From an optimization exercise on the open Yosys and OpenROAD flow, aimed at small area and a short achievable clock period; shortcuts taken in it are not production practice.
At most, simulation tests tie the RTL to the original design; equivalence was not proved.
Power figures rest on the tool's default switching activity, not on a simulated workload.

## rob_top
module rob_top (
    input  logic         clk,
    input  logic         rst_n,
    input  logic         alloc_en,
    input  logic [27:0]  alloc_lanes,
    output logic [7:0]   tail_ids,
    input  logic [116:0] cdb,
    output logic [23:0]  commit_lanes,
    output logic         flush,
    output logic [31:0]  redirect_pc,
    output logic         full,
    output logic [1:0]   status
);
For scale: ~1600 cells after synthesis, roughly 280 flip-flops, roughly 220 I/O pins, about 14000 sq um of cells after synthesis.
export LEC_CHECK = 0
export ABC_AREA = 1
export CAP_MARGIN = 20
export CORE_MARGIN = 2
export CORE_UTILIZATION = 40
export CTS_CLUSTER_DIAMETER = 80
export CTS_CLUSTER_SIZE = 30
export PLACE_DENSITY = 0.6
export SETUP_SLACK_MARGIN = 3.95
export SLEW_MARGIN = 20
create_clock -name core_clock -period 7.0 [get_ports {clk}]
standard.sh (not shown) runs the stock make flow with config.mk's settings and CLKGATE_MAP_FILE= SYNTH_SCRIPT=/design/flow/synth_recipe.tcl, a recipe that flattens the netlist after the stock synthesis.
==> flow/flow/run.sh <==
#!/bin/bash
# The standard layout (standard.sh), with one change: the port buffers
# that global placement inserts are plain sky130_fd_sc_hd__buf_1 cells
# instead of the delay cells buffer_ports picks by default.
# make's full output goes to standard.log; ORFS keeps each step's log
# under orfs/logs/.
set -euo pipefail
export BUFFER_PORTS_ARGS="-buffer_cell sky130_fd_sc_hd__buf_1"
bash standard.sh > standard.log 2>&1
The baseline produced a clean layout.
Rerun with:
--- a/flow/design.v
+++ b/flow/design.v
@@ -45,26 +45,27 @@
         p = ~a | b;
         lt4 = g[3] || (p[3] && g[2]) || (p[3] && p[2] && g[1]) || (p[3] && p[2] && p[1] && g[0]);
     endfunction
     logic [N-1:0]  st_na, st_nb, st_a, st_b;
     assign st_a = ~st_na;
     assign st_b = ~st_nb;
     logic [10:0]   e_d [N];     
     logic [3:0]  head;
     logic [2:0]  tail3;         
+    logic [2:0]  tail3_o;       
     logic [3:0]  occ;           
     logic        full_r, empty_r;
     logic        c0_r, c1_r, flush_r;
     logic [10:0] l0_r, l1_r;
     logic        mp_v;          
     logic [3:0]  mp_id;         
     logic [31:0] mp_pc;
-    assign tail_ids     = {tail3, 1'b1, tail3, 1'b0};
+    assign tail_ids     = {tail3_o, 1'b1, tail3_o, 1'b0};
     assign full         = full_r;
     assign status       = {full_r, empty_r};
     assign flush        = flush_r;
     assign redirect_pc  = mp_pc;
     assign commit_lanes = {c1_r, l1_r, c0_r, l0_r};
     logic [NCDB-1:0]       cv, ctk;
     logic [NCDB-1:0][3:0]  cid;
     logic [NCDB-1:0][31:0] cpc;
     logic [1:0]            la, lb, ldai;
@@ -95,24 +96,26 @@
     assign k1    = (k == 4'd1);
     assign kge2  = k[3] || k[2] || k[1];
     assign kge11 = k[3] && (k[2] || (k[1] && k[0]));
     assign kge13 = k[3] && k[2] && (k[1] || k[0]);
     assign k_in  = {k[3] ^ (k[2] & k[1]), k[2] ^ k[1], !k[1], k[0]};    
     always_ff @(posedge clk) begin
         if (clr) begin
             head    <= '0;
             tail3   <= '0;
+            tail3_o <= '0;
             occ     <= '0;
             full_r  <= 1'b0;
             empty_r <= 1'b1;
         end else begin
             head    <= hn;
             tail3   <= acc ? inc3(tail3) : tail3;
+            tail3_o <= acc ? inc3(tail3_o) : tail3_o;
             occ     <= acc ? k_in : k;
             full_r  <= acc ? kge11 : kge13;
             empty_r <= !acc && k0;
         end
     end
     logic [NCDB-1:0][N-1:0] cdec;
     logic [N-1:0]           hit;
     always_comb begin
         for (int c = 0; c < NCDB; c++)
- via count is higher by 4.1%
- non-clock buffer count is higher by 39
- clock-buffer cell count is higher by 1
- register-to-register slack is worse by 0.11 ns
- synthesized cell count is higher by 1.0%
- total power is lower by 0.48%
- clock skew is higher by 0.020 ns
- die area is higher by 0.43%
- utilization is higher by 1.2 points
- synthesized area is higher by 0.44%
For the second run of this note, only the layout was checked, not whether the RTL still works.


The RTL this note starts from:
==> flow/design.v <==
`timescale 1ns/1ps
`default_nettype none
package rob_cfg_pkg;
    localparam int WAY = 2;
    localparam int ROB_DEPTH    = 16;
    localparam int ROB_ID_WIDTH = 4;
    localparam int ARCH_WIDTH = 5;
    localparam int PRF_WIDTH  = 6;
    localparam int CDB_CHANNELS = 3;
    localparam int FULL_THRESHOLD = 2 * WAY;
    typedef logic [ROB_ID_WIDTH-1:0] rob_id_t;
    typedef logic [ROB_ID_WIDTH:0]   rob_ptr_t;
endpackage
`default_nettype wire
`timescale 1ns/1ps
`default_nettype none
module rob_top (
    input  logic         clk,
    input  logic         rst_n,
    input  logic         alloc_en,
    input  logic [27:0]  alloc_lanes,
    output logic [7:0]   tail_ids,
    input  logic [116:0] cdb,
    output logic [23:0]  commit_lanes,
    output logic         flush,
    output logic [31:0]  redirect_pc,
    output logic         full,
    output logic [1:0]   status
);
    localparam int N    = rob_cfg_pkg::ROB_DEPTH;
    localparam int NP   = N / 2;
    localparam int NCDB = rob_cfg_pkg::CDB_CHANNELS;
    function automatic logic [3:0] inc4(input logic [3:0] x);
        inc4 = {x[3] ^ (x[2] & x[1] & x[0]), x[2] ^ (x[1] & x[0]), x[1] ^ x[0], !x[0]};
    endfunction
    function automatic logic [3:0] dec4(input logic [3:0] x);
        dec4 = {x[3] ^ !(x[2] | x[1] | x[0]), x[2] ^ !(x[1] | x[0]), x[1] ^ !x[0], !x[0]};
    endfunction
    function automatic logic [2:0] inc3(input logic [2:0] x);
        inc3 = {x[2] ^ (x[1] & x[0]), x[1] ^ x[0], !x[0]};
    endfunction
    function automatic logic lt4(input logic [3:0] a, input logic [3:0] b);
        logic [3:0] g, p;
        g = ~a & b;
        p = ~a | b;
        lt4 = g[3] || (p[3] && g[2]) || (p[3] && p[2] && g[1]) || (p[3] && p[2] && p[1] && g[0]);
    endfunction
    logic [N-1:0]  st_a, st_b;
    logic [10:0]   e_d [N];     
    logic [3:0]  head;
    logic [N-1:0] hoh;          
    logic [2:0]  tail3;         
    logic [3:0]  occ;           
    logic        full_r, empty_r;
    logic        c0_r, c1_r, flush_r;
    logic [10:0] l0_r, l1_r;
    logic        mp_v;          
    logic [3:0]  mp_id;         
    logic [31:0] mp_pc;
    assign tail_ids     = {tail3, 1'b1, tail3, 1'b0};
    assign full         = full_r;
    assign status       = {full_r, empty_r};
    assign flush        = flush_r;
    assign redirect_pc  = mp_pc;
    assign commit_lanes = {c1_r, l1_r, c0_r, l0_r};
    logic [NCDB-1:0]       cv, ctk;
    logic [NCDB-1:0][3:0]  cid;
    logic [NCDB-1:0][31:0] cpc;
    logic [1:0]            la, lb, ldai;
    logic [1:0][10:0]      ld;
    always_comb begin
        for (int c = 0; c < NCDB; c++) begin
            cv[c]  = cdb[c*39 + 38];
            cid[c] = cdb[c*39 + 34 +: 4];
            ctk[c] = cdb[c*39 + 32];
            cpc[c] = cdb[c*39 +: 32];
        end
        for (int l = 0; l < 2; l++) begin
            ld[l]   = alloc_lanes[l*14 + 3 +: 11];
            ldai[l] = alloc_lanes[l*14 + 2];
            la[l] = !alloc_lanes[l*14 + 2] && (!alloc_lanes[l*14 + 1] ||  alloc_lanes[l*14 + 0]);
            lb[l] = !alloc_lanes[l*14 + 2] && (!alloc_lanes[l*14 + 1] || !alloc_lanes[l*14 + 0]);
        end
    end
    logic         clr, acc;
    logic [N-1:0] hnoh;
    logic [3:0] hn, hn1, k, k_in;
    logic       k0, k1, kge2, kge11, kge13;
    assign clr  = !rst_n || flush_r;
    assign acc  = alloc_en && !full_r;
    assign hn   = c1_r ? inc4(inc4(head)) : c0_r ? inc4(head) : head;
    assign hn1  = inc4(hn);
    assign hnoh = c1_r ? {hoh[N-3:0], hoh[N-1:N-2]} : c0_r ? {hoh[N-2:0], hoh[N-1]} : hoh;
    assign k    = c1_r ? dec4(dec4(occ)) : c0_r ? dec4(occ) : occ;
    assign k0    = (k == 4'd0);
    assign k1    = (k == 4'd1);
    assign kge2  = k[3] || k[2] || k[1];
    assign kge11 = k[3] && (k[2] || (k[1] && k[0]));
    assign kge13 = k[3] && k[2] && (k[1] || k[0]);
    assign k_in  = {k[3] ^ (k[2] & k[1]), k[2] ^ k[1], !k[1], k[0]};    
    always_ff @(posedge clk) begin
        if (clr) begin
            head    <= '0;
            hoh     <= N'(1);
            tail3   <= '0;
            occ     <= '0;
            full_r  <= 1'b0;
            empty_r <= 1'b1;
        end else begin
            head    <= hn;
            hoh     <= hnoh;
            tail3   <= acc ? inc3(tail3) : tail3;
            occ     <= acc ? k_in : k;
            full_r  <= acc ? kge11 : kge13;
            empty_r <= !acc && k0;
        end
    end
    logic [NCDB-1:0][N-1:0] cdec;
    logic [N-1:0]           hit;
    always_comb begin
        for (int c = 0; c < NCDB; c++)
            for (int i = 0; i < N; i++)
                cdec[c][i] = cv[c] && (cid[c] == 4'(i));
        hit = cdec[0] | cdec[1] | cdec[2];
    end
    always_ff @(posedge clk) begin
        for (int i = 0; i < N; i++) begin
            if (tail3 == 3'(i / 2)) e_d[i] <= ld[i%2];
            if (hit[i]) begin
                st_a[i] <= 1'b0;
                st_b[i] <= 1'b0;
            end else if (tail3 == 3'(i / 2)) begin
                st_a[i] <= la[i%2];
                st_b[i] <= lb[i%2];
            end
        end
    end
    logic [10:0] dev, dod, ds0, ds1;
    logic        aev, bev, aod, bod, sa0, sb0, sa1, sb1;
    logic        hit0, hit1, cmis0, cmis1;
    logic        rdy0, rdy1, live0, live1, mis0, mis1, c0_n, c1_n;
    logic [NP-1:0] poh, peh;
    always_comb begin
        for (int p = 0; p < NP; p++) begin
            poh[p] = hnoh[2*p] | hnoh[2*p+1];
            peh[p] = hnoh[2*p] | hnoh[(2*p+N-1)%N];
        end
        dev = '0; dod = '0; aev = 1'b0; bev = 1'b0; aod = 1'b0; bod = 1'b0;
        for (int p = 0; p < NP; p++) begin
            dev = dev | (e_d[2*p]   & {11{peh[p]}});
            dod = dod | (e_d[2*p+1] & {11{poh[p]}});
            aev = aev | (st_a[2*p]   && peh[p]);
            bev = bev | (st_b[2*p]   && peh[p]);
            aod = aod | (st_a[2*p+1] && poh[p]);
            bod = bod | (st_b[2*p+1] && poh[p]);
        end
    end
    assign ds0 = hn[0] ? dod : dev;
    assign ds1 = hn[0] ? dev : dod;
    assign sa0 = hn[0] ? aod : aev;
    assign sb0 = hn[0] ? bod : bev;
    assign sa1 = hn[0] ? aev : aod;
    assign sb1 = hn[0] ? bev : bod;
    always_comb begin
        hit0 = 1'b0; hit1 = 1'b0; cmis0 = 1'b0; cmis1 = 1'b0;
        for (int c = 0; c < NCDB; c++) begin
            if (cv[c] && (cid[c] == hn)) begin
                hit0  = 1'b1;
                cmis0 = cmis0 || (ctk[c] ? (!sa0 && sb0) : (sa0 && !sb0));
            end
            if (cv[c] && (cid[c] == hn1)) begin
                hit1  = 1'b1;
                cmis1 = cmis1 || (ctk[c] ? (!sa1 && sb1) : (sa1 && !sb1));
            end
        end
    end
    assign live0 = !k0 || acc;
    assign live1 = kge2 || acc;
    assign rdy0  = !k0 ? ((!sa0 && !sb0) || hit0) : ldai[0];
    assign rdy1  = kge2 ? ((!sa1 && !sb1) || hit1) : k1 ? ldai[0] : ldai[1];
    assign mis0  = !k0 && ((mp_v && (mp_id == hn))  || cmis0);
    assign mis1  = kge2 && ((mp_v && (mp_id == hn1)) || cmis1);
    assign c0_n  = !clr && live0 && rdy0;
    assign c1_n  = c0_n && !mis0 && live1 && rdy1;
    always_ff @(posedge clk) begin
        c0_r    <= c0_n;
        c1_r    <= c1_n;
        flush_r <= c0_n && (mis0 || (live1 && rdy1 && mis1));
        l0_r    <= !k0 ? ds0 : ld[0];
        l1_r    <= kge2 ? ds1 : k1 ? ld[0] : ld[1];
    end
    logic [NCDB-1:0] cmis, cmist, cmisn, cwrap, cbeat, csel;
    logic [NCDB-1:0][NCDB-1:0] cold;    
    logic            hwrap;
    logic [NCDB-1:0] cltm;
    logic [3:0][3:0] cgt, cgn;
    assign hwrap = lt4(mp_id, head);
    always_comb begin
        for (int c = 0; c < NCDB; c++) begin
            for (int g = 0; g < 4; g++) begin
                cgt[g] = (~st_a[4*g +: 4]) >> cid[c][1:0];
                cgn[g] = (~st_b[4*g +: 4]) >> cid[c][1:0];
            end
            cmist[c] = cv[c] && cgt[cid[c][3:2]][0];
            cmisn[c] = cv[c] && cgn[cid[c][3:2]][0];
            cmis[c]  = ctk[c] ? cmist[c] : cmisn[c];
            cwrap[c] = lt4(cid[c], head);
            cltm[c]  = lt4(cid[c], mp_id);
            cbeat[c] = !mp_v || (cwrap[c] ? (hwrap && cltm[c]) : (hwrap || cltm[c]));
        end
        for (int c = 0; c < NCDB; c++)
            for (int d = 0; d < NCDB; d++)
                cold[c][d] = cwrap[c] ? (cwrap[d] && lt4(cid[c], cid[d])) : (cwrap[d] || lt4(cid[c], cid[d]));
        for (int c = 0; c < NCDB; c++) begin
            csel[c] = cmis[c] && cbeat[c];
            for (int d = 0; d < NCDB; d++)
                if (d != c) csel[c] = csel[c] && (!cmis[d] || cold[c][d]);
        end
    end
    always_ff @(posedge clk) begin
        if (clr) mp_v <= 1'b0;
        else     mp_v <= mp_v || (|cmis);
        if (|csel) begin
            mp_pc <= ({32{csel[0]}} & cpc[0]) | ({32{csel[1]}} & cpc[1]) | ({32{csel[2]}} & cpc[2]);
            mp_id <= ({4{csel[0]}} & cid[0]) | ({4{csel[1]}} & cid[1]) | ({4{csel[2]}} & cid[2]);
        end
    end
endmodule
`default_nettype wire
export LEC_CHECK = 0
export ABC_AREA = 1
export CAP_MARGIN = 20
export CORE_MARGIN = 2
export CORE_UTILIZATION = 40
export CTS_CLUSTER_DIAMETER = 80
export CTS_CLUSTER_SIZE = 30
export PLACE_DENSITY = 0.6
export SETUP_SLACK_MARGIN = 3.8
export SLEW_MARGIN = 20
create_clock -name core_clock -period 7.0 [get_ports {clk}]
Scripts as last shown in full above: flow/flow/run.sh
Rerun with:
--- a/flow/design.v
+++ b/flow/design.v
@@ -45,10 +45,11 @@
         p = ~a | b;
         lt4 = g[3] || (p[3] && g[2]) || (p[3] && p[2] && g[1]) || (p[3] && p[2] && p[1] && g[0]);
     endfunction
-    logic [N-1:0]  st_a, st_b;
+    logic [N-1:0]  st_na, st_nb, st_a, st_b;
+    assign st_a = ~st_na;
+    assign st_b = ~st_nb;
     logic [10:0]   e_d [N];     
     logic [3:0]  head;
-    logic [N-1:0] hoh;          
     logic [2:0]  tail3;         
     logic [3:0]  occ;           
     logic        full_r, empty_r;
@@ -82,15 +83,13 @@
             lb[l] = !alloc_lanes[l*14 + 2] && (!alloc_lanes[l*14 + 1] || !alloc_lanes[l*14 + 0]);
         end
     end
-    logic         clr, acc;
-    logic [N-1:0] hnoh;
+    logic       clr, acc;
     logic [3:0] hn, hn1, k, k_in;
     logic       k0, k1, kge2, kge11, kge13;
     assign clr  = !rst_n || flush_r;
     assign acc  = alloc_en && !full_r;
     assign hn   = c1_r ? inc4(inc4(head)) : c0_r ? inc4(head) : head;
     assign hn1  = inc4(hn);
-    assign hnoh = c1_r ? {hoh[N-3:0], hoh[N-1:N-2]} : c0_r ? {hoh[N-2:0], hoh[N-1]} : hoh;
     assign k    = c1_r ? dec4(dec4(occ)) : c0_r ? dec4(occ) : occ;
     assign k0    = (k == 4'd0);
     assign k1    = (k == 4'd1);
@@ -101,14 +100,12 @@
     always_ff @(posedge clk) begin
         if (clr) begin
             head    <= '0;
-            hoh     <= N'(1);
             tail3   <= '0;
             occ     <= '0;
             full_r  <= 1'b0;
             empty_r <= 1'b1;
         end else begin
             head    <= hn;
-            hoh     <= hnoh;
             tail3   <= acc ? inc3(tail3) : tail3;
             occ     <= acc ? k_in : k;
             full_r  <= acc ? kge11 : kge13;
@@ -127,32 +124,30 @@
         for (int i = 0; i < N; i++) begin
             if (tail3 == 3'(i / 2)) e_d[i] <= ld[i%2];
             if (hit[i]) begin
-                st_a[i] <= 1'b0;
-                st_b[i] <= 1'b0;
+                st_na[i] <= 1'b1;
+                st_nb[i] <= 1'b1;
             end else if (tail3 == 3'(i / 2)) begin
-                st_a[i] <= la[i%2];
-                st_b[i] <= lb[i%2];
-            end
-        end
-    end
+                st_na[i] <= !la[i%2];
+                st_nb[i] <= !lb[i%2];
+            end
+        end
+    end
+    logic [2:0]  pe, po;
     logic [10:0] dev, dod, ds0, ds1;
     logic        aev, bev, aod, bod, sa0, sb0, sa1, sb1;
     logic        hit0, hit1, cmis0, cmis1;
     logic        rdy0, rdy1, live0, live1, mis0, mis1, c0_n, c1_n;
-    logic [NP-1:0] poh, peh;
-    always_comb begin
-        for (int p = 0; p < NP; p++) begin
-            poh[p] = hnoh[2*p] | hnoh[2*p+1];
-            peh[p] = hnoh[2*p] | hnoh[(2*p+N-1)%N];
-        end
+    assign po  = hn[3:1];
+    assign pe  = hn1[3:1];
+    always_comb begin
         dev = '0; dod = '0; aev = 1'b0; bev = 1'b0; aod = 1'b0; bod = 1'b0;
         for (int p = 0; p < NP; p++) begin
-            dev = dev | (e_d[2*p]   & {11{peh[p]}});
-            dod = dod | (e_d[2*p+1] & {11{poh[p]}});
-            aev = aev | (st_a[2*p]   && peh[p]);
-            bev = bev | (st_b[2*p]   && peh[p]);
-            aod = aod | (st_a[2*p+1] && poh[p]);
-            bod = bod | (st_b[2*p+1] && poh[p]);
+            dev = dev | (e_d[2*p]   & {11{pe == 3'(p)}});
+            dod = dod | (e_d[2*p+1] & {11{po == 3'(p)}});
+            aev = aev | (st_a[2*p]   && pe == 3'(p));
+            bev = bev | (st_b[2*p]   && pe == 3'(p));
+            aod = aod | (st_a[2*p+1] && po == 3'(p));
+            bod = bod | (st_b[2*p+1] && po == 3'(p));
         end
     end
     assign ds0 = hn[0] ? dod : dev;
@@ -198,8 +193,8 @@
     always_comb begin
         for (int c = 0; c < NCDB; c++) begin
             for (int g = 0; g < 4; g++) begin
-                cgt[g] = (~st_a[4*g +: 4]) >> cid[c][1:0];
-                cgn[g] = (~st_b[4*g +: 4]) >> cid[c][1:0];
+                cgt[g] = st_na[4*g +: 4] >> cid[c][1:0];
+                cgn[g] = st_nb[4*g +: 4] >> cid[c][1:0];
             end
             cmist[c] = cv[c] && cgt[cid[c][3:2]][0];
             cmisn[c] = cv[c] && cgn[cid[c][3:2]][0];
=> Setup slack improved by 0.0046 ns; via count fell by 7.8%; sequential power shrinks by about 3%; first-iteration DRC count fell by 33%; cell area drops by 4.3%; global-route usage falls by 0.95 points; die area decreases by 5.4%.
Only the layout flow was run in the first run of this note; the RTL was not checked for function there.

[port drivers added, routing unchanged]
How much do the figures lean on ideal ports? The routed layouts below were timed once more, with nothing changed but the port constraints. Step 1, drivers: a clkbuf_16 drives clk and a buf_2 each remaining input, both assumed. Step 2 also shifts input and output timing later by t, the mid clock arrival at the registers, as if the neighbouring blocks saw the same clock. Slacks: ideal ports / drivers / drivers and shift; pairs: ideal ports / drivers.
run | t (ns) | slack for setup (ns) | worst setup path after step 2 | worst slew at a driven data input, ns
the first run of note 1 | 0.575 | 3.958 / 3.979 / 3.404 | input to register | 0.09
the second run of note 1 | 0.577 | 3.864 / 3.890 / 3.314 | input to register | 0.07
the first run of note 2 | 0.589 | 3.832 / 3.732 / 3.144 | input to register | 0.22
the second run of note 2 | 0.571 | 3.836 / 3.834 / 3.264 | input to register | 0.07
After both steps every run listed still meets setup and hold. The setup slack of the first run of note 2, which loses most, moves by -0.100 ns with the drivers and by -0.688 ns with both steps.
